This design comes from an exercise in tuning for small area on the open sky130 flow, not from production work.
Function was checked by simulation only, so behaviour that the tests miss may differ from the original.

<file path="flow/fapol2.py">
#!/usr/bin/env python3
"""Remove inverters around the full-adder cells of a flat gate-level netlist.

A full adder is self-dual: FA(~a, ~b, ~c) = (~sum, ~cout).  Each fa cell
may therefore be flipped (all three inputs and both outputs complemented)
without changing what the netlist computes.  The script groups nets that
differ only by inverters into signals, picks a polarity for every fa cell
that minimises the number of signals needing an inverter (simulated
annealing), and rebuilds the inverters of the signals it touches.

usage: fapol2.py in.v out.v
"""
import re, sys, random, math
from collections import defaultdict

INV = re.compile(r'^sky130_fd_sc_hd__(clk)?inv_\d+$')
FA = re.compile(r'^sky130_fd_sc_hd__fa_\d+$')
OUTPINS = {'X', 'Y', 'Q', 'Q_N', 'SUM', 'COUT', 'HI', 'LO'}

src = open(sys.argv[1]).read()
assert src.count('endmodule') == 1, 'expects one flat module'
m = re.search(r'\bmodule\b.*?\bendmodule\b', src, re.S)
head, body, tail = src[:m.start()], src[m.start():m.end()], src[m.end():]

cell_re = re.compile(r'^(\s*)(sky130_fd_sc_hd__\w+)\s+(\S+)\s*\((.*?)\);\n', re.S | re.M)
pin_re = re.compile(r'\.(\w+)\(([^()]*)\)')
cells, order, pieces, pos = {}, [], [], 0
for cm in cell_re.finditer(body):
    pieces.append(body[pos:cm.start()])
    typ, name, pins = cm.group(2), cm.group(3), cm.group(4)
    cells[name] = [typ, {k: v.strip() for k, v in pin_re.findall(pins)}]
    order.append(name)
    pieces.append(('CELL', name))
    pos = cm.end()
pieces.append(body[pos:])
text = ''.join(p for p in pieces if isinstance(p, str))

inputs, outputs = set(), set()
for d in re.finditer(r'^\s*(input|output|inout)\s+(\[[^\]]*\]\s*)?([^;]+);', text, re.M):
    for n in d.group(3).split(','):
        (inputs if d.group(1) == 'input' else outputs).add(n.strip())
fixed = set()
for a in re.finditer(r'^\s*assign\s+(.*?)=(.*?);', text, re.M):
    for side in (a.group(1), a.group(2)):
        for tok in re.findall(r'\\\S+(?:\s*\[\d+\])?|[A-Za-z_][\w$]*(?:\s*\[\d+\])?', side):
            fixed.add(tok.strip())

def base(net):
    return re.sub(r'\s*\[\d+\]$', '', net)

def isconst(x):
    return x.startswith("1'")

drv = {}
loads = defaultdict(list)
for n in order:
    typ, pins = cells[n]
    for p, net in pins.items():
        if net == '' or isconst(net):
            continue
        if p in OUTPINS:
            drv[net] = (n, p)
        else:
            loads[net].append((n, p))

# signal classes: follow inverters back to the root net
def root(net):
    pol = 0
    seen = set()
    while True:
        d = drv.get(net)
        if d and INV.match(cells[d[0]][0]) and net not in seen:
            seen.add(net)
            net = cells[d[0]][1]['A']
            pol ^= 1
        else:
            return net, pol

allnets = set(drv) | set(loads)
cls = defaultdict(list)          # root -> [(net, pol)]
netinfo = {}
for net in allnets:
    r, p = root(net)
    netinfo[net] = (r, p)
    cls[r].append((net, p))

fa_cells = [n for n in order if FA.match(cells[n][0])]

# consumers of each class: (cell, pin, polarity it gets now); inverters excluded
cons = defaultdict(list)
for r, nets in cls.items():
    for net, p in nets:
        for c, q in loads.get(net, []):
            if INV.match(cells[c][0]):
                continue
            cons[r].append((c, q, p))

# classes we may rebuild: driven by a plain cell output or an input port,
# no assign involvement, every output-port net at a single polarity
def rebuildable(r):
    if any(net in fixed for net, p in cls[r]):
        return False
    if isconst(r):
        return False
    d = drv.get(r)
    if d is None and base(r) not in inputs:
        return False
    pols = set(p for net, p in cls[r] if base(net) in outputs)
    names = [net for net, p in cls[r] if base(net) in outputs]
    if len(names) > 1:
        return False
    return True

ok = {r: rebuildable(r) for r in cls}

# an fa cell may flip only if all its pins sit on rebuildable classes
flippable = []
for f in fa_cells:
    pins = cells[f][1]
    good = True
    for q in ('A', 'B', 'CIN', 'SUM', 'COUT'):
        x = pins.get(q, '')
        if isconst(x):
            continue
        if x not in netinfo or not ok[netinfo[x][0]]:
            good = False
    if good:
        flippable.append(f)
fidx = {f: i for i, f in enumerate(flippable)}

# driver polarity of class r given flips: the driver net's polarity is 0;
# if the driver is a flipped fa output the physical output becomes 1
def drv_fa(r):
    d = drv.get(r)
    if d and d[0] in fidx:
        return fidx[d[0]]
    return None

classes = [r for r in cls if ok[r]]
cls_drvfa = {r: drv_fa(r) for r in classes}
RIGID = re.compile(r'^sky130_fd_sc_hd__(fa|s?e?df\w*|conb)_\d+$')
FLEX = '--flex' in sys.argv
cls_cons = {}
for r in classes:
    lst = []
    for c, q, p in cons[r]:
        if FLEX and not RIGID.match(cells[c][0]):
            continue      # plain logic: a later ABC run takes either polarity
        lst.append((fidx.get(c) if q in ('A', 'B', 'CIN') else None, p))
    # output port nets are consumers at their polarity
    for net, p in cls[r]:
        if base(net) in outputs:
            lst.append((None, p))
    cls_cons[r] = lst

touch = defaultdict(set)
for r in classes:
    if cls_drvfa[r] is not None:
        touch[cls_drvfa[r]].add(r)
    for fi, p in cls_cons[r]:
        if fi is not None:
            touch[fi].add(r)

flip = [0] * len(flippable)

def cost(r):
    d = flip[cls_drvfa[r]] if cls_drvfa[r] is not None else 0
    for fi, p in cls_cons[r]:
        need = p ^ (flip[fi] if fi is not None else 0)
        if need != d:
            return 1
    return 0

total = sum(cost(r) for r in classes)
start = total
best, bestflip = total, flip[:]
random.seed(1)
N = len(flippable)
T = 2.0
steps = 200000 if N else 0
for it in range(steps):
    i = random.randrange(N)
    rs = touch[i]
    before = sum(cost(r) for r in rs)
    flip[i] ^= 1
    after = sum(cost(r) for r in rs)
    dlt = after - before
    if dlt <= 0 or random.random() < math.exp(-dlt / T):
        total += dlt
        if total < best:
            best, bestflip = total, flip[:]
    else:
        flip[i] ^= 1
    T = max(0.02, 2.0 * (1 - it / steps))
flip = bestflip
sys.stderr.write('fapol2: %d fa cells, %d flippable, inverted signals %d -> %d\n'
                 % (len(fa_cells), N, start, best))

# rebuild: touched classes (those with any flippable fa, or whose inverter
# set changes) get fresh inverters
newid = [0]
def newname(prefix):
    newid[0] += 1
    return '_fapol_%s%d_' % (prefix, newid[0])

changed = set()
for i, f in enumerate(flippable):
    if flip[i]:
        changed |= touch[i]
newnets = []
for r in changed:
    nets = cls[r]
    d = flip[cls_drvfa[r]] if cls_drvfa[r] is not None else 0
    # needed polarities
    need = set([d])
    cons_new = []
    for c, q, p in cons[r]:
        fi = fidx.get(c) if q in ('A', 'B', 'CIN') else None
        np_ = p ^ (flip[fi] if fi is not None else 0)
        cons_new.append((c, q, np_))
        need.add(np_)
    port = {p: net for net, p in nets if base(net) in outputs}
    need |= set(port)
    # names per polarity
    name = {}
    for P in need:
        if P in port:
            name[P] = port[P]
        elif P == 0 and (drv.get(r) is None):
            name[P] = r            # input port keeps its name as polarity 0
        else:
            cand = [net for net, p in nets if p == P and base(net) not in outputs and base(net) not in inputs]
            if cand:
                name[P] = sorted(cand, key=lambda x: (x != r, x))[0]
            else:
                name[P] = newname('n'); newnets.append(name[P])
    if drv.get(r) is None and d in name and name[d] != r:
        # input port must stay the driver net of polarity 0
        name[d] = r
    # remove old inverters of this class
    for net, p in nets:
        dd = drv.get(net)
        if dd and INV.match(cells[dd[0]][0]) and dd[0] in cells:
            del cells[dd[0]]
            order.remove(dd[0])
    # driver
    dd = drv.get(r)
    if dd is not None:
        cells[dd[0]][1][dd[1]] = name[d]
    for c, q, np_ in cons_new:
        cells[c][1][q] = name[np_]
    if 1 - d in name:
        n = newname('inv')
        cells[n] = ['sky130_fd_sc_hd__inv_1', {'A': name[d], 'Y': name[1 - d]}]
        order.append(n)

# constant inputs of flipped fa cells
cinv = {"1'h0": "1'h1", "1'h1": "1'h0", "1'b0": "1'b1", "1'b1": "1'b0"}
for i, f in enumerate(flippable):
    if flip[i]:
        for q in ('A', 'B', 'CIN'):
            x = cells[f][1][q]
            if x in cinv:
                cells[f][1][q] = cinv[x]

ninv = sum(1 for n in order if INV.match(cells[n][0]))
sys.stderr.write('fapol2: inverter cells now %d\n' % ninv)

def fmt(n):
    typ, pins = cells[n]
    return '  %s %s (\n%s\n  );\n' % (typ, n, ',\n'.join('    .%s(%s)' % (k, v + (' ' if v.startswith('\\') else '')) for k, v in pins.items()))
out, seen = [], set()
for p in pieces:
    if isinstance(p, str):
        out.append(p)
    elif p[1] in cells:
        out.append(fmt(p[1])); seen.add(p[1])
txt = ''.join(out)
i = txt.rfind('endmodule')
txt = txt[:i] + ''.join(fmt(n) for n in order if n not in seen) + txt[i:]
j = txt.index(');') + 2
txt = txt[:j] + '\n' + ''.join('  wire %s;\n' % n for n in newnets) + txt[j:]
open(sys.argv[2], 'w').write(head + txt + tail)
</file>
<file path="constraint.sdc">
create_clock -name core_clock -period 100.0 [get_ports {clk}]
set_input_delay 20.0000 -clock core_clock [delete_from_list [all_inputs] [get_ports {clk}]]
set_output_delay 20.0000 -clock core_clock [all_outputs]
set_load 0.01 [all_outputs]
</file>
<file path="flow/post_resize.tcl">
# trade the spare setup slack for smaller cells
repair_timing -recover_power 100 -verbose
</file>
<file path="flow/resynth_s1.abc">
&get -n
&deepsyn -T 120 -S 1
&put
dch -f
amap
topo
</file>
<file path="flow/resynth_s0.abc">
&get -n
&deepsyn -T 120 -S 0
&put
dch -f
amap
topo
</file>
<file path="flow/pick.py">
#!/usr/bin/env python3
"""pick.py DIR... : print the folder whose resynth_check.log reports the
smallest chip area (ties: first given)."""
import re, sys
best = None
for d in sys.argv[1:]:
    try:
        m = re.findall(r"Chip area for module '[^']*': ([\d.]+)", open(d + '/resynth_check.log').read())
        if not m:
            continue
        a = float(m[-1])
    except OSError:
        continue
    print('%s %.1f' % (d, a), file=sys.stderr)
    if best is None or a < best[1]:
        best = (d, a)
if best is None:
    sys.exit('no candidate passed')
print(best[0])
</file>
<file path="flow/resynth_s2.abc">
&get -n
&deepsyn -T 120 -S 2
&put
dch -f
amap
topo
</file>
<file path="config.mk">
export PLATFORM = sky130hd
export DESIGN_NAME = motion_overlay_chip
export DESIGN_NICKNAME = motion_overlay_chip
export VERILOG_FILES = /design/flow/design.v
export SDC_FILE = /design/flow/constraint.sdc
export NUM_CORES = 4
export LEC_CHECK = 0
export CAP_MARGIN = 20
export CORE_MARGIN = 2
export CORE_UTILIZATION = 40
export CTS_BUF_LIST = sky130_fd_sc_hd__clkbuf_8
export CTS_CLUSTER_DIAMETER = 60
export CTS_CLUSTER_SIZE = 12
export SLEW_MARGIN = 20
</file>
<file path="flow/resynth_check.ys">
# the remapped netlist must read back as platform cells only
read_liberty -lib lib.lib
read_verilog resynth_1_2_yosys.v
hierarchy -check -top motion_overlay_chip
check -assert -mapped
stat -liberty lib.lib
</file>
<file path="flow/run.sh">
#!/bin/bash
# Own layout flow: the standard flow, with three changes.
#  1. After the standard synthesis, the combinational logic between the
#     registers and adder cells is remapped for area: fapol2.py flips
#     full-adder cells to the polarity that needs the fewest inverters
#     (a full adder is self-dual), then yosys/ABC remaps the plain logic
#     (resynth.ys, resynth_s*.abc, best of four seeds by pick.py).  Registers, full-adder and tie cells are
#     kept as the standard synthesis made them (same instances, names, types).
#  2. Ports are buffered with buf_1 cells instead of clkdlybuf4s50_1.
#  3. A power-recovery (downsizing) pass runs after the placement resize.
# Each tool's output goes to a log file of its own in this folder.
set -euo pipefail
R=$PWD/orfs/results/${FLOW_PLATFORM}/motion_overlay_chip/base
ln -sf $FLOW_HOME/platforms/${FLOW_PLATFORM}/lib/sky130_fd_sc_hd__tt_025C_1v80.lib lib.lib
YOSYS=$FLOW_HOME/../tools/install/yosys/bin/yosys
[ -x "$YOSYS" ] || YOSYS=yosys
export BUFFER_PORTS_ARGS="-buffer_cell sky130_fd_sc_hd__buf_1"
export POST_RESIZE_TCL="$PWD/flow/post_resize.tcl"

# standard synthesis only
bash standard.sh $R/1_2_yosys.v > standard_synth.log 2>&1
cp $R/1_2_yosys.v std_1_2_yosys.v

python3 flow/fapol2.py std_1_2_yosys.v fapol_1_2_yosys.v --flex > fapol.log 2>&1
for sd in 0 1 2 3; do
  mkdir -p rs$sd/flow
  cp fapol_1_2_yosys.v rs$sd/
  cp flow/resynth_s$sd.abc rs$sd/flow/resynth.abc
  ln -sf ../lib.lib rs$sd/lib.lib
  ( cd rs$sd && $YOSYS -q -l resynth.log -s ../flow/resynth.ys > /dev/null 2>&1 \
      && $YOSYS -q -l resynth_check.log -s ../flow/resynth_check.ys > /dev/null 2>&1 ) &
done
wait
best=$(python3 flow/pick.py rs0 rs1 rs2 rs3 2> pick.log)
cp $best/resynth_1_2_yosys.v resynth_1_2_yosys.v
cp $best/resynth.log resynth.log
cp $best/resynth_check.log resynth_check.log
cp resynth_1_2_yosys.v $R/1_2_yosys.v
touch $R/1_2_yosys.v

# rest of the standard flow from the new netlist
bash standard.sh > standard.log 2>&1
</file>
<file path="design.v">
package motion_overlay_pkg;
    localparam int coord_width = 10;
    typedef logic [coord_width-1:0] coord_t;
    typedef struct packed {
        coord_t x;
        coord_t y;
    } point_t;
    typedef struct packed {
        logic   de;
        coord_t x;
        coord_t y;
    } raster_t;
    typedef struct packed {
        logic   valid;
        point_t pos;
    } shot_mark_t;
    localparam int shot_mark_width = 1 + 2 * coord_width;
    typedef logic [15:0] rgb565_t;
    typedef struct packed {
        logic [3:0] r;
        logic [3:0] g;
        logic [3:0] b;
    } rgb444_t;
    localparam int fb_shift = 2;
    localparam int fb_addr_width = $clog2(160 * 120);
    typedef logic [fb_addr_width-1:0] fb_addr_t;
    localparam int ring_inner_sq = 256;
    localparam int ring_outer_sq = 400;
    localparam int cross_half_width = 2;
    localparam int shot_radius_sq = 144;
    localparam logic [3:0] motion_tint = 4'd3;
endpackage
`timescale 1ns/10ps
module rc_sub #(
    parameter int W = 8
) (
    input  logic [W-1:0] a,
    input  logic [W-1:0] b,
    output logic [W-1:0] d,
    output logic         nb
);
    logic [W:0] c;
    assign c[0] = 1'b1;
    for (genvar j = 0; j < W; j++) begin : g_bit
        assign d[j]   = a[j] ^ ~b[j] ^ c[j];
        assign c[j+1] = (a[j] & ~b[j]) | (a[j] & c[j]) | (~b[j] & c[j]);
    end
    assign nb = c[W];
endmodule
module rc_addc #(
    parameter int W = 8
) (
    input  logic [W-1:0] a,
    input  logic [W-1:0] b,
    input  logic         ci,
    output logic [W-1:0] s,
    output logic         co
);
    logic [W:0] c;
    assign c[0] = ci;
    for (genvar j = 0; j < W; j++) begin : g_bit
        assign s[j]   = a[j] ^ b[j] ^ c[j];
        assign c[j+1] = (a[j] & b[j]) | (a[j] & c[j]) | (b[j] & c[j]);
    end
    assign co = c[W];
endmodule
module rc_add #(
    parameter int W  = 8,
    parameter int WB = 8
) (
    input  logic [W-1:0]  a,
    input  logic [WB-1:0] b,
    input  logic          ci,
    output logic [W-1:0]  s
);
    logic [W:0] c;
    assign c[0] = ci;
    for (genvar j = 0; j < W; j++) begin : g_bit
        if (j < WB) begin : g_fa
            assign s[j]   = a[j] ^ b[j] ^ c[j];
            assign c[j+1] = (a[j] & b[j]) | (a[j] & c[j]) | (b[j] & c[j]);
        end else begin : g_ha
            assign s[j]   = a[j] ^ c[j];
            assign c[j+1] = a[j] & c[j];
        end
    end
endmodule
module centroid_tracker (
    input  logic       clk,
    input  logic       reset,
    input  logic       active,
    input  logic       frame_end,
    input  logic [9:0] px,
    input  logic [8:0] py,
    input  logic       motion_flag,
    output logic [9:0] ncx,    
    output logic [8:0] ncy,
    output logic       motion_valid
);
    logic [18:0] count;
    logic        pend;
    logic        hit;
    logic [18:0] count_b;
    logic [18:0] count_n;
    logic        qr;
    logic        at1023;
    logic [19:0] ax, ay;
    logic [9:0]  qx;
    logic [8:0]  qy;
    assign hit     = active & motion_flag;
    assign count_b = count & {19{~pend}};
    rc_add #(.W(19), .WB(1)) u_add_n (.a(count_b), .b(1'b0), .ci(hit), .s(count_n));
    assign qr     = |count_b[18:10];
    assign at1023 = &count_b[9:0] & ~qr;
    always_ff @(posedge clk or posedge reset) begin
        if (reset)
            pend <= 1'b1;
        else
            pend <= frame_end;
    end
    always_ff @(posedge clk) begin
        count <= count_n;
    end
    mean_axis #(.XW(10)) u_mx (
        .clk(clk), .pend(pend), .hit(hit), .x(px & {10{hit}}),
        .count_n(count_n), .qr(qr), .conv(hit & at1023), .a(ax), .q(qx)
    );
    mean_axis #(.XW(9)) u_my (
        .clk(clk), .pend(pend), .hit(hit), .x(py & {9{hit}}),
        .count_n(count_n), .qr(qr), .conv(hit & at1023), .a(ay), .q(qy)
    );
    logic        qr_f;
    logic [19:0] num;
    logic [9:0]  quo;
    logic [9:0]  cx_f;
    logic [8:0]  cy_f;
    assign qr_f = |count[18:10];
    assign num  = pend ? ay : ax;
    small_div u_div (.num(num), .den(count[9:0]), .quo(quo));
    assign cx_f = qr_f ? qx : quo;
    assign cy_f = qr_f ? qy : quo[8:0];
    logic [8:0] ncy_q;
    always_ff @(posedge clk) begin
        if (frame_end) ncx <= ~cx_f;
        if (pend) ncy_q <= ~cy_f;
    end
    assign ncy = pend ? ~cy_f : ncy_q;
    always_ff @(posedge clk or posedge reset) begin
        if (reset)
            motion_valid <= 1'b0;
        else if (frame_end)
            motion_valid <= |count_b;
    end
endmodule
module mean_axis #(
    parameter int XW = 10
) (
    input  logic          clk,
    input  logic          pend,
    input  logic          hit,
    input  logic [XW-1:0] x,         
    input  logic [18:0]   count_n,   
    input  logic          qr,        
    input  logic          conv,      
    output logic [19:0]   a,
    output logic [XW-1:0] q
);
    logic [19:0]   a_b;
    logic [XW-1:0] q_b;
    logic [XW:0]   d;
    logic [19:0]   t;
    logic [19:0]   u;
    logic          sgn;
    logic          dec, inc;
    logic [XW-1:0] q_pm;
    logic [19:0]   a_n;
    logic [XW-1:0] q_n;
    assign a_b = a & {20{~pend}};
    assign q_b = q & {XW{~pend}};
    rc_addc #(.W(XW+1)) u_d (.a({1'b0, x}), .b(~{1'b0, q_b & {XW{hit}}}), .ci(1'b1), .s(d), .co());
    rc_addc #(.W(20)) u_t (.a(a_b), .b({{(19-XW){d[XW]}}, d}), .ci(1'b0), .s(t), .co());
    assign sgn = t[19];
    rc_addc #(.W(20)) u_u (.a(t), .b({1'b0, count_n} ^ {20{~sgn}}), .ci(~sgn), .s(u), .co());
    assign dec = qr & sgn;
    assign inc = qr & ~sgn & ~u[19];
    rc_addc #(.W(XW)) u_q (.a(q_b), .b({XW{dec}}), .ci(inc), .s(q_pm), .co());
    assign a_n = conv ? {10'd0, t[9:0]} : ((dec | inc) ? u : t);
    assign q_n = q_pm | (t[XW+9:10] & {XW{conv}});
    always_ff @(posedge clk) begin
        a <= a_n;
        q <= q_n;
    end
endmodule
module small_div (
    input  logic [19:0] num,
    input  logic [9:0]  den,
    output logic [9:0]  quo
);
    logic [19:0] rem [11];
    assign rem[10] = num;
    for (genvar i = 9; i >= 0; i--) begin : g_stage
        logic [10:0] part;
        logic [10:0] diff;
        logic        ge;
        assign part = rem[i+1][i+10:i];
        rc_addc #(.W(11)) u_sub (.a(part), .b(~{1'b0, den}), .ci(1'b1), .s(diff), .co(ge));
        assign quo[i] = ge;
        always_comb begin
            rem[i] = rem[i+1];
            if (ge) rem[i][i+10:i] = diff;
        end
    end
endmodule
`timescale 1ns/10ps
module shot_recorder #(
    parameter int SHOT_DEPTH = 6
) (
    input  logic                    clk,
    input  logic                    reset,
    input  logic                    shot_btn,
    input  logic [9:0]              ncx,
    input  logic [8:0]              ncy,
    input  logic                    motion_valid,
    output logic [SHOT_DEPTH-1:0]   sv,
    output logic [SHOT_DEPTH*10-1:0] sx,
    output logic [SHOT_DEPTH*9-1:0]  sy
);
    logic btn_meta;
    logic btn_sync;
    logic record;
    always_ff @(posedge clk or posedge reset) begin
        if (reset) begin
            btn_meta <= 1'b0;
            btn_sync <= 1'b0;
        end else begin
            btn_meta <= shot_btn;
            btn_sync <= btn_meta;
        end
    end
    assign record = btn_meta & ~btn_sync & motion_valid;
    always_ff @(posedge clk or posedge reset) begin
        if (reset)
            sv <= '0;
        else if (record)
            sv <= {sv[SHOT_DEPTH-2:0], 1'b1};
    end
    always_ff @(posedge clk) begin
        if (record) begin
            sx <= {sx[(SHOT_DEPTH-1)*10-1:0], ncx};
            sy <= {sy[(SHOT_DEPTH-1)*9-1:0], ncy};
        end
    end
endmodule
`timescale 1ns/10ps
module overlay_mixer #(
    parameter int SHOT_DEPTH = 6
) (
    input  logic                     active,
    input  logic [9:0]               px,
    input  logic [9:0]               py,
    input  logic                     motion_flag,
    input  logic [15:0]              img_data,
    input  logic [9:0]               ncx,    
    input  logic [8:0]               ncy,
    input  logic                     motion_valid,
    input  logic [SHOT_DEPTH-1:0]    sv,
    input  logic [SHOT_DEPTH*10-1:0] sx,     
    input  logic [SHOT_DEPTH*9-1:0]  sy,
    output logic [14:0]              fb_addr,
    output logic [11:0]              rgb
);
    logic [9:0] px16, px24;
    logic [8:0] py16, py32;
    rc_add #(.W(6), .WB(1)) u_px16 (.a(px[9:4]), .b(1'b1), .ci(1'b0), .s(px16[9:4]));
    rc_add #(.W(7), .WB(2)) u_px24 (.a(px[9:3]), .b(2'b11), .ci(1'b0), .s(px24[9:3]));
    rc_add #(.W(5), .WB(1)) u_py16 (.a(py[8:4]), .b(1'b1), .ci(1'b0), .s(py16[8:4]));
    rc_add #(.W(4), .WB(1)) u_py32 (.a(py[8:5]), .b(1'b1), .ci(1'b0), .s(py32[8:5]));
    assign px16[3:0] = px[3:0];
    assign px24[2:0] = px[2:0];
    assign py16[3:0] = py[3:0];
    assign py32[4:0] = py[4:0];
    logic [9:0] fb_a, fb_hi;
    rc_add #(.W(10), .WB(9)) u_fb0 (.a({1'b0, py[8:2], 2'b00}), .b({2'b00, py[8:2]}), .ci(1'b0), .s(fb_a));
    rc_add #(.W(10), .WB(3)) u_fb1 (.a(fb_a), .b(px[9:7]), .ci(1'b0), .s(fb_hi));
    assign fb_addr = {fb_hi, px[6:2]} & {15{active}};
    logic [9:0] rtx;
    logic [8:0] rty;
    logic       on_reticle;
    rc_addc #(.W(10)) u_rx (.a(px24), .b(ncx), .ci(1'b1), .s(rtx), .co());
    rc_addc #(.W(9))  u_ry (.a(py32), .b(ncy), .ci(1'b1), .s(rty), .co());
    logic       in_ret;
    reticle_fn u_ret (.tx(rtx[5:0]), .ty(rty[5:0]), .hit(in_ret));
    assign on_reticle = motion_valid && rtx[9:6] == 4'd0 && rty[8:6] == 3'd0 && in_ret;
    logic [SHOT_DEPTH-1:0] shot_hit;
    for (genvar i = 0; i < SHOT_DEPTH; i++) begin : g_shot
        logic [9:0] tx;
        logic [8:0] ty;
        rc_addc #(.W(10)) u_sx (.a(px16), .b(sx[i*10 +: 10]), .ci(1'b1), .s(tx), .co());
        rc_addc #(.W(9))  u_sy (.a(py16), .b(sy[i*9 +: 9]), .ci(1'b1), .s(ty), .co());
        logic in_disc;
        disc_fn u_disc (.tx(tx[4:0]), .ty(ty[4:0]), .hit(in_disc));
        assign shot_hit[i] = sv[i] && tx[9:5] == 5'd0 && ty[8:5] == 4'd0 && in_disc;
    end
    always_comb begin
        rgb = 12'h000;
        if (active) begin
            if (on_reticle)
                rgb = 12'hf00;
            else if (|shot_hit)
                rgb = 12'h000;
            else if (motion_flag)
                rgb = {img_data[15:12] + 4'd3, img_data[10:7], img_data[4:1]};
            else
                rgb = {img_data[15:12], img_data[10:7], img_data[4:1]};
        end
    end
endmodule
module disc_fn (
    input  logic [4:0] tx,
    input  logic [4:0] ty,
    output logic       hit
);
    logic new_n12;
    logic new_n13;
    logic new_n14;
    logic new_n15;
    logic new_n16;
    logic new_n17;
    logic new_n18;
    logic new_n19;
    logic new_n20;
    logic new_n21;
    logic new_n22;
    logic new_n23;
    logic new_n24;
    logic new_n25;
    logic new_n26;
    logic new_n27;
    logic new_n28;
    logic new_n29;
    logic new_n30;
    logic new_n31;
    logic new_n32;
    logic new_n33;
    logic new_n34;
    logic new_n35;
    logic new_n36;
    logic new_n37;
    logic new_n38;
    logic new_n39;
    logic new_n40;
    logic new_n41;
    logic new_n42;
    logic new_n43;
    logic new_n44;
    logic new_n45;
    logic new_n46;
    logic new_n47;
    logic new_n48;
    logic new_n49;
    logic new_n50;
    logic new_n51;
    logic new_n52;
    logic new_n53;
    logic new_n54;
    logic new_n55;
    logic new_n56;
    logic new_n57;
    logic new_n58;
    logic new_n59;
    logic new_n60;
    assign new_n12 = ty[3] & ~ty[4];
    assign new_n13 = ~ty[3] & ty[4];
    assign new_n14 = ~new_n12 & ~new_n13;
    assign new_n15 = ~ty[1] & ty[2];
    assign new_n16 = ~ty[0] & new_n15;
    assign new_n17 = ty[2] & ~ty[4];
    assign new_n18 = ~ty[2] & ty[4];
    assign new_n19 = ~new_n17 & ~new_n18;
    assign new_n20 = ~new_n16 & new_n19;
    assign new_n21 = ~tx[0] & ~tx[1];
    assign new_n22 = ~tx[2] & new_n21;
    assign new_n23 = new_n16 & ~new_n22;
    assign new_n24 = ~new_n20 & ~new_n23;
    assign new_n25 = ty[0] & ty[2];
    assign new_n26 = ty[1] & ~new_n25;
    assign new_n27 = ~new_n15 & ~new_n26;
    assign new_n28 = tx[2] & ~new_n21;
    assign new_n29 = tx[0] & tx[1];
    assign new_n30 = ~ty[0] & ~new_n29;
    assign new_n31 = new_n28 & ~new_n30;
    assign new_n32 = ~new_n27 & new_n31;
    assign new_n33 = new_n24 & ~new_n32;
    assign new_n34 = new_n14 & ~new_n33;
    assign new_n35 = ~tx[3] & ~new_n34;
    assign new_n36 = ty[0] & new_n21;
    assign new_n37 = new_n27 & ~new_n36;
    assign new_n38 = new_n21 & ~new_n37;
    assign new_n39 = tx[0] & ty[0];
    assign new_n40 = new_n19 & ~new_n39;
    assign new_n41 = new_n27 & new_n40;
    assign new_n42 = ~new_n14 & ~new_n41;
    assign new_n43 = ~new_n38 & new_n42;
    assign new_n44 = new_n20 & new_n29;
    assign new_n45 = ~new_n28 & ~new_n44;
    assign new_n46 = new_n43 & new_n45;
    assign new_n47 = ~new_n35 & ~new_n46;
    assign new_n48 = tx[4] & ~new_n47;
    assign new_n49 = ~tx[1] & new_n20;
    assign new_n50 = tx[2] & ~new_n49;
    assign new_n51 = new_n43 & new_n50;
    assign new_n52 = ~tx[3] & ~new_n51;
    assign new_n53 = tx[4] & ~new_n22;
    assign new_n54 = tx[1] & ~ty[0];
    assign new_n55 = ~tx[2] & ~new_n54;
    assign new_n56 = ~new_n37 & new_n55;
    assign new_n57 = new_n24 & ~new_n56;
    assign new_n58 = new_n14 & ~new_n57;
    assign new_n59 = ~new_n53 & ~new_n58;
    assign new_n60 = ~new_n52 & new_n59;
    assign hit = new_n48 | new_n60;
endmodule
module reticle_fn (
    input  logic [5:0] tx,
    input  logic [5:0] ty,
    output logic       hit
);
    logic new_n14;
    logic new_n15;
    logic new_n16;
    logic new_n17;
    logic new_n18;
    logic new_n19;
    logic new_n20;
    logic new_n21;
    logic new_n22;
    logic new_n23;
    logic new_n24;
    logic new_n25;
    logic new_n26;
    logic new_n27;
    logic new_n28;
    logic new_n29;
    logic new_n30;
    logic new_n31;
    logic new_n32;
    logic new_n33;
    logic new_n34;
    logic new_n35;
    logic new_n36;
    logic new_n37;
    logic new_n38;
    logic new_n39;
    logic new_n40;
    logic new_n41;
    logic new_n42;
    logic new_n43;
    logic new_n44;
    logic new_n45;
    logic new_n46;
    logic new_n47;
    logic new_n48;
    logic new_n49;
    logic new_n50;
    logic new_n51;
    logic new_n52;
    logic new_n53;
    logic new_n54;
    logic new_n55;
    logic new_n56;
    logic new_n57;
    logic new_n58;
    logic new_n59;
    logic new_n60;
    logic new_n61;
    logic new_n62;
    logic new_n63;
    logic new_n64;
    logic new_n65;
    logic new_n66;
    logic new_n67;
    logic new_n68;
    logic new_n69;
    logic new_n70;
    logic new_n71;
    logic new_n72;
    logic new_n73;
    logic new_n74;
    logic new_n75;
    logic new_n76;
    logic new_n77;
    logic new_n78;
    logic new_n79;
    logic new_n80;
    logic new_n81;
    logic new_n82;
    logic new_n83;
    logic new_n84;
    logic new_n85;
    logic new_n86;
    logic new_n87;
    logic new_n88;
    logic new_n89;
    logic new_n90;
    logic new_n91;
    logic new_n92;
    logic new_n93;
    logic new_n94;
    logic new_n95;
    logic new_n96;
    logic new_n97;
    logic new_n98;
    logic new_n99;
    logic new_n100;
    logic new_n101;
    logic new_n102;
    logic new_n103;
    logic new_n104;
    logic new_n105;
    logic new_n106;
    logic new_n107;
    logic new_n108;
    logic new_n109;
    logic new_n110;
    logic new_n111;
    logic new_n112;
    logic new_n113;
    logic new_n114;
    logic new_n115;
    logic new_n116;
    logic new_n117;
    logic new_n118;
    logic new_n119;
    logic new_n120;
    logic new_n121;
    logic new_n122;
    logic new_n123;
    logic new_n124;
    logic new_n125;
    logic new_n126;
    logic new_n127;
    logic new_n128;
    logic new_n129;
    logic new_n130;
    logic new_n131;
    logic new_n132;
    logic new_n133;
    logic new_n134;
    logic new_n135;
    logic new_n136;
    logic new_n137;
    logic new_n138;
    logic new_n139;
    logic new_n140;
    logic new_n141;
    assign new_n14 = ~ty[4] & ~ty[5];
    assign new_n15 = ty[4] & ty[5];
    assign new_n16 = ~new_n14 & ~new_n15;
    assign new_n17 = ~ty[1] & ty[2];
    assign new_n18 = ty[0] & ty[1];
    assign new_n19 = ~ty[2] & new_n18;
    assign new_n20 = ~new_n17 & ~new_n19;
    assign new_n21 = ty[2] & ~ty[3];
    assign new_n22 = ~ty[2] & ty[3];
    assign new_n23 = ~new_n21 & ~new_n22;
    assign new_n24 = new_n20 & new_n23;
    assign new_n25 = ~ty[3] & ~ty[4];
    assign new_n26 = ~new_n22 & ~new_n25;
    assign new_n27 = ty[0] & ~ty[4];
    assign new_n28 = ty[2] & ~new_n27;
    assign new_n29 = new_n26 & ~new_n28;
    assign new_n30 = ~new_n24 & ~new_n29;
    assign new_n31 = new_n16 & ~new_n30;
    assign new_n32 = ~ty[0] & ~ty[1];
    assign new_n33 = ~ty[3] & new_n32;
    assign new_n34 = ~ty[2] & new_n33;
    assign new_n35 = new_n26 & new_n34;
    assign new_n36 = ~new_n31 & ~new_n35;
    assign new_n37 = ~ty[0] & ty[1];
    assign new_n38 = tx[0] & new_n20;
    assign new_n39 = ~new_n37 & new_n38;
    assign new_n40 = new_n36 & new_n39;
    assign new_n41 = ~ty[3] & ~ty[5];
    assign new_n42 = ty[3] & ty[5];
    assign new_n43 = ~new_n41 & ~new_n42;
    assign new_n44 = new_n22 & new_n32;
    assign new_n45 = ~new_n43 & ~new_n44;
    assign new_n46 = new_n16 & ~new_n45;
    assign new_n47 = ~new_n40 & new_n46;
    assign new_n48 = ~tx[1] & tx[2];
    assign new_n49 = tx[0] & tx[1];
    assign new_n50 = ~tx[2] & new_n49;
    assign new_n51 = ~new_n48 & ~new_n50;
    assign new_n52 = new_n16 & ~new_n34;
    assign new_n53 = ~new_n51 & new_n52;
    assign new_n54 = ty[2] & new_n15;
    assign new_n55 = ~new_n33 & new_n54;
    assign new_n56 = ~new_n53 & ~new_n55;
    assign new_n57 = ~tx[0] & ~new_n56;
    assign new_n58 = new_n47 & ~new_n57;
    assign new_n59 = ty[1] & ~new_n22;
    assign new_n60 = ~ty[5] & ~new_n21;
    assign new_n61 = ~new_n44 & new_n60;
    assign new_n62 = ~new_n59 & new_n61;
    assign new_n63 = ty[5] & new_n18;
    assign new_n64 = ~new_n22 & new_n63;
    assign new_n65 = ty[2] & new_n25;
    assign new_n66 = new_n16 & ~new_n65;
    assign new_n67 = ~new_n64 & new_n66;
    assign new_n68 = ~new_n62 & new_n67;
    assign new_n69 = new_n36 & new_n68;
    assign new_n70 = ~new_n46 & ~new_n69;
    assign new_n71 = tx[1] & new_n38;
    assign new_n72 = ~new_n70 & new_n71;
    assign new_n73 = ~tx[3] & ~new_n72;
    assign new_n74 = ~new_n58 & new_n73;
    assign new_n75 = tx[0] & ~new_n20;
    assign new_n76 = ~tx[1] & ~new_n75;
    assign new_n77 = ~new_n70 & new_n76;
    assign new_n78 = ty[0] & new_n38;
    assign new_n79 = ~new_n68 & ~new_n78;
    assign new_n80 = ~new_n40 & ~new_n79;
    assign new_n81 = ~new_n76 & new_n80;
    assign new_n82 = ~tx[2] & ~new_n81;
    assign new_n83 = ~new_n77 & new_n82;
    assign new_n84 = tx[0] & ty[0];
    assign new_n85 = ~tx[1] & ~new_n20;
    assign new_n86 = ~new_n84 & new_n85;
    assign new_n87 = new_n68 & new_n86;
    assign new_n88 = new_n24 & new_n43;
    assign new_n89 = tx[1] & ty[0];
    assign new_n90 = new_n88 & new_n89;
    assign new_n91 = tx[2] & tx[3];
    assign new_n92 = ~new_n90 & new_n91;
    assign new_n93 = ~new_n87 & new_n92;
    assign new_n94 = new_n36 & new_n93;
    assign new_n95 = ~tx[2] & ~tx[3];
    assign new_n96 = ~new_n94 & ~new_n95;
    assign new_n97 = ~new_n83 & new_n96;
    assign new_n98 = ~new_n74 & new_n97;
    assign new_n99 = ~tx[4] & ~new_n98;
    assign new_n100 = new_n29 & ~new_n68;
    assign new_n101 = ~tx[0] & ~tx[1];
    assign new_n102 = ~tx[2] & new_n101;
    assign new_n103 = new_n26 & new_n102;
    assign new_n104 = ~new_n91 & ~new_n95;
    assign new_n105 = new_n16 & new_n104;
    assign new_n106 = ~new_n103 & ~new_n105;
    assign new_n107 = ~new_n100 & new_n106;
    assign new_n108 = new_n56 & ~new_n107;
    assign new_n109 = tx[4] & ~new_n88;
    assign new_n110 = ~new_n108 & new_n109;
    assign new_n111 = ~new_n49 & ~new_n95;
    assign new_n112 = tx[1] & ~new_n91;
    assign new_n113 = ~new_n111 & ~new_n112;
    assign new_n114 = ~new_n24 & new_n113;
    assign new_n115 = ~tx[5] & ~new_n114;
    assign new_n116 = ~new_n110 & new_n115;
    assign new_n117 = ~new_n99 & new_n116;
    assign new_n118 = ~new_n49 & ~new_n101;
    assign new_n119 = new_n20 & ~new_n118;
    assign new_n120 = ~tx[3] & ~new_n119;
    assign new_n121 = new_n80 & new_n120;
    assign new_n122 = ~new_n36 & new_n101;
    assign new_n123 = tx[2] & ~new_n122;
    assign new_n124 = ~new_n72 & new_n123;
    assign new_n125 = ~new_n121 & new_n124;
    assign new_n126 = tx[3] & ~new_n47;
    assign new_n127 = ~new_n77 & new_n126;
    assign new_n128 = ~new_n36 & ~new_n85;
    assign new_n129 = ~ty[0] & ~new_n101;
    assign new_n130 = ~new_n49 & ~new_n129;
    assign new_n131 = new_n88 & new_n130;
    assign new_n132 = new_n95 & ~new_n131;
    assign new_n133 = ~new_n128 & new_n132;
    assign new_n134 = ~new_n91 & ~new_n133;
    assign new_n135 = new_n32 & ~new_n51;
    assign new_n136 = new_n80 & new_n135;
    assign new_n137 = ~new_n134 & ~new_n136;
    assign new_n138 = ~tx[4] & tx[5];
    assign new_n139 = ~new_n137 & new_n138;
    assign new_n140 = ~new_n127 & new_n139;
    assign new_n141 = ~new_n125 & new_n140;
    assign hit = new_n117 | new_n141;
endmodule
`timescale 1ns/10ps
module motion_overlay_top #(
    parameter int SHOT_DEPTH = 6
) (
    input  logic                         clk,
    input  logic                         reset,
    input  motion_overlay_pkg::raster_t  pixel,
    input  logic                         motion_flag,
    input  logic                         shot_btn,
    input  motion_overlay_pkg::rgb565_t  img_data,
    output motion_overlay_pkg::fb_addr_t fb_addr,
    output motion_overlay_pkg::rgb444_t  rgb
);
    logic                    active;
    logic                    frame_end;
    logic [9:0]              ncx;
    logic [8:0]              ncy;
    logic                    motion_valid;
    logic [SHOT_DEPTH-1:0]   sv;
    logic [SHOT_DEPTH*10-1:0] sx;
    logic [SHOT_DEPTH*9-1:0]  sy;
    assign active = pixel.de && !(pixel.x[9] && (pixel.x[8] || pixel.x[7])) &&
                    !pixel.y[9] && !(&pixel.y[8:5]);
    assign frame_end = (pixel.x == 10'd640) && (pixel.y == 10'd480);
    centroid_tracker u_tracker (
        .clk         (clk),
        .reset       (reset),
        .active      (active),
        .frame_end   (frame_end),
        .px          (pixel.x),
        .py          (pixel.y[8:0]),
        .motion_flag (motion_flag),
        .ncx         (ncx),
        .ncy         (ncy),
        .motion_valid(motion_valid)
    );
    shot_recorder #(.SHOT_DEPTH(SHOT_DEPTH)) u_shots (
        .clk         (clk),
        .reset       (reset),
        .shot_btn    (shot_btn),
        .ncx         (ncx),
        .ncy         (ncy),
        .motion_valid(motion_valid),
        .sv          (sv),
        .sx          (sx),
        .sy          (sy)
    );
    overlay_mixer #(.SHOT_DEPTH(SHOT_DEPTH)) u_mixer (
        .active      (active),
        .px          (pixel.x),
        .py          (pixel.y),
        .motion_flag (motion_flag),
        .img_data    (img_data),
        .ncx         (ncx),
        .ncy         (ncy),
        .motion_valid(motion_valid),
        .sv          (sv),
        .sx          (sx),
        .sy          (sy),
        .fb_addr     (fb_addr),
        .rgb         (rgb)
    );
endmodule
`timescale 1ns/10ps
module motion_overlay_chip (
    input  logic        clk,
    input  logic        reset,
    input  logic        pixel_de,
    input  logic [9:0]  pixel_x,
    input  logic [9:0]  pixel_y,
    input  logic        motion_flag,
    input  logic        shot_btn,
    input  logic [15:0] img_data,
    output logic [14:0] fb_addr,
    output logic [11:0] rgb
);
    motion_overlay_pkg::raster_t pixel;
    motion_overlay_pkg::rgb444_t rgb_s;
    assign pixel.de = pixel_de;
    assign pixel.x  = pixel_x;
    assign pixel.y  = pixel_y;
    assign rgb      = rgb_s;
    motion_overlay_top u_top (
        .clk        (clk),
        .reset      (reset),
        .pixel      (pixel),
        .motion_flag(motion_flag),
        .shot_btn   (shot_btn),
        .img_data   (img_data),
        .fb_addr    (fb_addr),
        .rgb        (rgb_s)
    );
endmodule
</file>
<file path="flow/resynth_s3.abc">
&get -n
&deepsyn -T 120 -S 3
&put
dch -f
amap
topo
</file>
<file path="standard.sh">
#!/bin/bash
# synth_recipe.tcl (not shown) runs the flow's synth.tcl, then flattens the netlist and writes it again
# the make line also repeats each setting of config.mk as NAME=value (left out here)
make -C /OpenROAD-flow-scripts/flow DESIGN_CONFIG=/design/flow/config.mk WORK_HOME=/design/flow/orfs CLKGATE_MAP_FILE= SYNTH_SCRIPT=/design/flow/synth_recipe.tcl "${@:-finish}"
</file>
<file path="flow/resynth.ys">
# remap the plain logic (half adders included) of fapol_1_2_yosys.v; registers,
# full-adder and tie cells stay as they are (blackboxes); lib.lib is the
# platform liberty file
read_liberty -ignore_miss_func lib.lib
read_verilog fapol_1_2_yosys.v
hierarchy -top motion_overlay_chip
blackbox sky130_fd_sc_hd__*df* sky130_fd_sc_hd__fa_* sky130_fd_sc_hd__conb_*
flatten
opt_clean
stat -liberty lib.lib
abc -script flow/resynth.abc -liberty lib.lib -dont_use sky130_fd_sc_hd__probe_p_8 -dont_use sky130_fd_sc_hd__probec_p_8 -dont_use sky130_fd_sc_hd__lpflow_bleeder_1 -dont_use sky130_fd_sc_hd__lpflow_clkbufkapwr_1 -dont_use sky130_fd_sc_hd__lpflow_clkbufkapwr_16 -dont_use sky130_fd_sc_hd__lpflow_clkbufkapwr_2 -dont_use sky130_fd_sc_hd__lpflow_clkbufkapwr_4 -dont_use sky130_fd_sc_hd__lpflow_clkbufkapwr_8 -dont_use sky130_fd_sc_hd__lpflow_clkinvkapwr_1 -dont_use sky130_fd_sc_hd__lpflow_clkinvkapwr_16 -dont_use sky130_fd_sc_hd__lpflow_clkinvkapwr_2 -dont_use sky130_fd_sc_hd__lpflow_clkinvkapwr_4 -dont_use sky130_fd_sc_hd__lpflow_clkinvkapwr_8 -dont_use sky130_fd_sc_hd__lpflow_decapkapwr_12 -dont_use sky130_fd_sc_hd__lpflow_decapkapwr_3 -dont_use sky130_fd_sc_hd__lpflow_decapkapwr_4 -dont_use sky130_fd_sc_hd__lpflow_decapkapwr_6 -dont_use sky130_fd_sc_hd__lpflow_decapkapwr_8 -dont_use sky130_fd_sc_hd__lpflow_inputiso0n_1 -dont_use sky130_fd_sc_hd__lpflow_inputiso0p_1 -dont_use sky130_fd_sc_hd__lpflow_inputiso1n_1 -dont_use sky130_fd_sc_hd__lpflow_inputiso1p_1 -dont_use sky130_fd_sc_hd__lpflow_inputisolatch_1 -dont_use sky130_fd_sc_hd__lpflow_isobufsrc_1 -dont_use sky130_fd_sc_hd__lpflow_isobufsrc_16 -dont_use sky130_fd_sc_hd__lpflow_isobufsrc_2 -dont_use sky130_fd_sc_hd__lpflow_isobufsrc_4 -dont_use sky130_fd_sc_hd__lpflow_isobufsrc_8 -dont_use sky130_fd_sc_hd__lpflow_isobufsrckapwr_16 -dont_use sky130_fd_sc_hd__lpflow_lsbuf_lh_hl_isowell_tap_1 -dont_use sky130_fd_sc_hd__lpflow_lsbuf_lh_hl_isowell_tap_2 -dont_use sky130_fd_sc_hd__lpflow_lsbuf_lh_hl_isowell_tap_4 -dont_use sky130_fd_sc_hd__lpflow_lsbuf_lh_isowell_4 -dont_use sky130_fd_sc_hd__lpflow_lsbuf_lh_isowell_tap_1 -dont_use sky130_fd_sc_hd__lpflow_lsbuf_lh_isowell_tap_2 -dont_use sky130_fd_sc_hd__lpflow_lsbuf_lh_isowell_tap_4 
opt_clean -purge
hilomap -singleton -hicell sky130_fd_sc_hd__conb_1 HI -locell sky130_fd_sc_hd__conb_1 LO
insbuf -buf sky130_fd_sc_hd__buf_4 A X
select motion_overlay_chip
write_verilog -noattr -nohex -nodec -selected resynth_1_2_yosys.v
</file>
==> flow_summary_export.csv <==
group,metric,value,unit
global_routing,grt_max_degree,74,
timing,finalMaxSlewViolations,0,
placed_design,hpwlAfterDp,36.47,mm
synth,synth_nets,2018,
clocking,cts_max_path_buffers,3,
run_status,run_status,"timing/DRC/antenna clean",
synth,synth_cells,1679,
global_routing,gr-total-overflow,0,
worst_hold_path,timing.hold.worst.class,"reg -> reg",
clocking,tritoncts_num_sinks,221,
final_layout,antenna_cells_inserted,0,
setup_path,depth_of_the_most_critical_reg_to_reg_path,141,
timing,rsz0062_at_grt,"no",
setup_path,worstPathArrival,49.00,ns
timing,slew-limit-headroom,0.2841,
floorplanning,die_x,214.7,µm
final_layout,finalNetCount,2146,
setup_path,critical_path.slowest_cell,"sky130_fd_sc_hd__a2111oi_0",
clocking,clk-insertion-delay-late,0.56,ns
detailed_routing,postRouteWirelength,45.31,mm
placed_design,dp.cells,2373,
timing,max_freq,14.49,MHz
job,cap_violations,0,
placed_design,io_buffer_count,63,
final_layout,area.sequential,5717,µm²
setup_path,worst_path_most_repeated_cell,"sky130_fd_sc_hd__fa_1",
clocking,clkTransAtPathRegs,0.08,ns
setup_path,critical_r2r_capture,"u_top.u_shots.sy[0]",
worst_hold_path,holdCritStartpoint,"u_top.u_shots.btn_meta",
detailed_routing,routed-via-count,13165,
global_routing,first_global_vias,13527,
setup_path,rrSetupSlack,57.37,ns
synth,average_footprint_of_a_synthesized_cell,10.58,µm²
setup_path,crit_path_max_incr_delay,0.86,ns
detailed_routing,postRouteAntennaNets,0,
detailed_routing,drt-wirelength-per-cell,18.79,µm
synth,synth.cell_area,17760,µm²
final_layout,area_overhead_of_the_layout_relative_to_synthesis,9.313,%
detailed_routing,detailedRoute.firstIterationViolations,832,
final_layout,post_layout_nonfiller_instances,2412,
setup_path,endpoint_kind,"primary output",
setup_path,crit_path_start_kind,"register",
clocking,clockRootBuffer,"sky130_fd_sc_hd__clkbuf_8",
timing,final_hold_violation_count,0,
floorplanning,die_y,214.7,µm
timing,layout_worst_path_cycle_share,0.6900,
worst_hold_path,whs_path_depth,0,
worst_hold_path,hold_critical_path_endpoint,"u_top.u_shots.btn_sync",
clocking,cts_post_setup_buffers_inserted,0,
timing,setup_viol,0,
detailed_routing,post-route-drc-count,0,
floorplanning,start_util,0.4034,
clocking,tritoncts,"yes",
placed_design,gp_routability_congestion,0.8713,
clocking,count_of_hold_fix_buffers_inserted_at_cts,0,
setup_path,worst-setup-path-type,"reg -> out",
floorplanning,num_io_pins,68,
timing,final.min_clock_period,69.00,ns
floorplanning,placement_rows,77,
final_layout,final_core_util,0.4410,
final_layout,final_layout_size_suffix_gt1_frac,0.03132,
clocking,cts_inserted_buffers,22,
clocking,cts_htree_levels,1,
setup_path,worst_ep_required_time,80.00,ns
global_routing,track_usage,0.2027,
detailed_routing,detail_route.first_pass.iterations,7,
timing,clock_skew,0.01612,ns
timing,totalNegativeSetupSlack,0,ns
detailed_routing,drt-vias-per-instance,5.458,
global_routing,wire_length_of_the_first_global_routing_pass,74.00,mm
synth,synth_warnings,7,
floorplanning,dieArea,46100,µm²
setup_path,worst-path-max-fanout,37,
clocking,cts-resized-gates,0,
global_routing,initial_antenna_violation_count,0,
final_layout,fillCellCount,4233,
setup_path,regToRegStartpoint,"u_top.u_tracker.pend",
timing,worst_hold_slack,0.3854,ns
floorplanning,core,44030,µm²
final_layout,multiInputGateArea,11330,µm²
timing,tightest_slew,1.047,ns
==> final cells by class <==
class	instances	share of cell area
Timing Repair Buffer	104	0.02642
Multi-Input combinational cell	1263	0.5835
Sequential cell	221	0.2945
Clock inverter	13	0.002771
Clock buffer	24	0.01701
Tap cell	592	0.03815
Inverter	195	0.03770
==> metal layers <==
layer	GRT usage	vias to the layer above	share of wire
li1	-	6207	-
met1	0.2563	6618	0.41
met2	0.3734	280	0.53
met3	0.01642	60	0.028
met4	0.05301	0	0.027
met5	0	-	0
==> metrics by stage <==
step           instance area [µm²]  worst slack (ns)
6_report                     19410             31.00
5_1_grt                      19410             27.72
4_1_cts                      19360             29.62
3_5_place_dp                 18980             30.37
3_3_place_gp                 19050             33.59
2_1_floorplan                17760             36.35
==> worst max path at each step <==
stage / start / end / slack, ns
3_3_place_gp: u_top.u_tracker.pend / rgb[7] / 33.59
2_1_floorplan: u_top.u_tracker.pend / rgb[0] / 36.35
4_1_cts: u_top.u_tracker.pend / rgb[4] / 29.62
6_report: u_top.u_tracker.pend / rgb[4] / 31.00
5_1_grt: u_top.u_tracker.pend / rgb[1] / 27.72
3_5_place_dp: u_top.u_tracker.pend / rgb[4] / 30.37
==> critical path, delay by kind of cell (launching register included) <==
family | cells | cell delay [ns]
AOI/OAI and AO/OA | 30 | 4.92
adders and majority gates | 85 | 33.91
buffers and inverters | 23 | 4.69
DFF | 1 | 0.37
and+or+nand+nor | 23 | 4.43
==> sequential cells by signal, summed over array words and instances, names as in the netlist, 6 cells and up <==
register and flops:
u_top.u_tracker.u_my.q 9, u_top.u_tracker.u_mx.a 20, u_top.u_shots.sx 60, u_top.u_tracker.ncy_q 9, u_top.u_tracker.u_my.a 20, u_top.u_tracker.count 19, u_top.u_tracker.ncx 10, u_top.u_tracker.u_mx.q 10
u_top.u_shots.sy 54, u_top.u_shots.sv 6
==> cells in the final DEF (no fill, tap or decap), drive strengths merged, types with 5 or more instances in the layout <==
master and count:
a2111oi 9, a211oi 14, a21oi 106, a221oi 8
a22o 8, a31o 5, a31oi 11, and2 6
buf 84, clkbuf 44, clkinv 196, dfrtp 9
dfxtp 87, edfxtp 124, fa 298, inv 12
nand2 128, nand3 14, nor2 194, nor2b 69
nor3 33, nor4 10, o211ai 18, o21a 7
o21ai 94, o21bai 18, o221ai 6, o22a 62
o22ai 79, or2 10, or4 9

==> afterwards: timing with drivers on the ports <==
How much do the figures lean on ideal ports? The routed layout below was timed once more, with nothing changed but the port constraints. Step 1 assumes that a clkbuf_16 drives the clock port and a buf_2 every other input. Step 2, shift: input delay + t, output delay - t, t = (earliest + latest rising clock arrival at the registers) / 2. This alone moves slack from input paths to output paths. Slacks: ideal / step 1 / step 2; pairs: ideal / step 1.
t, ns: 0.608
setup slack, ns: 30.996 / 30.942 / 31.550
slew at the worst register clock pin (ns): 0.09 / 0.09
worst data-port slew with drivers (ns): 0.08
After both steps setup and hold are still met in this run. The setup slack of this run moves by -0.054 ns with the drivers and by +0.554 ns with both steps.
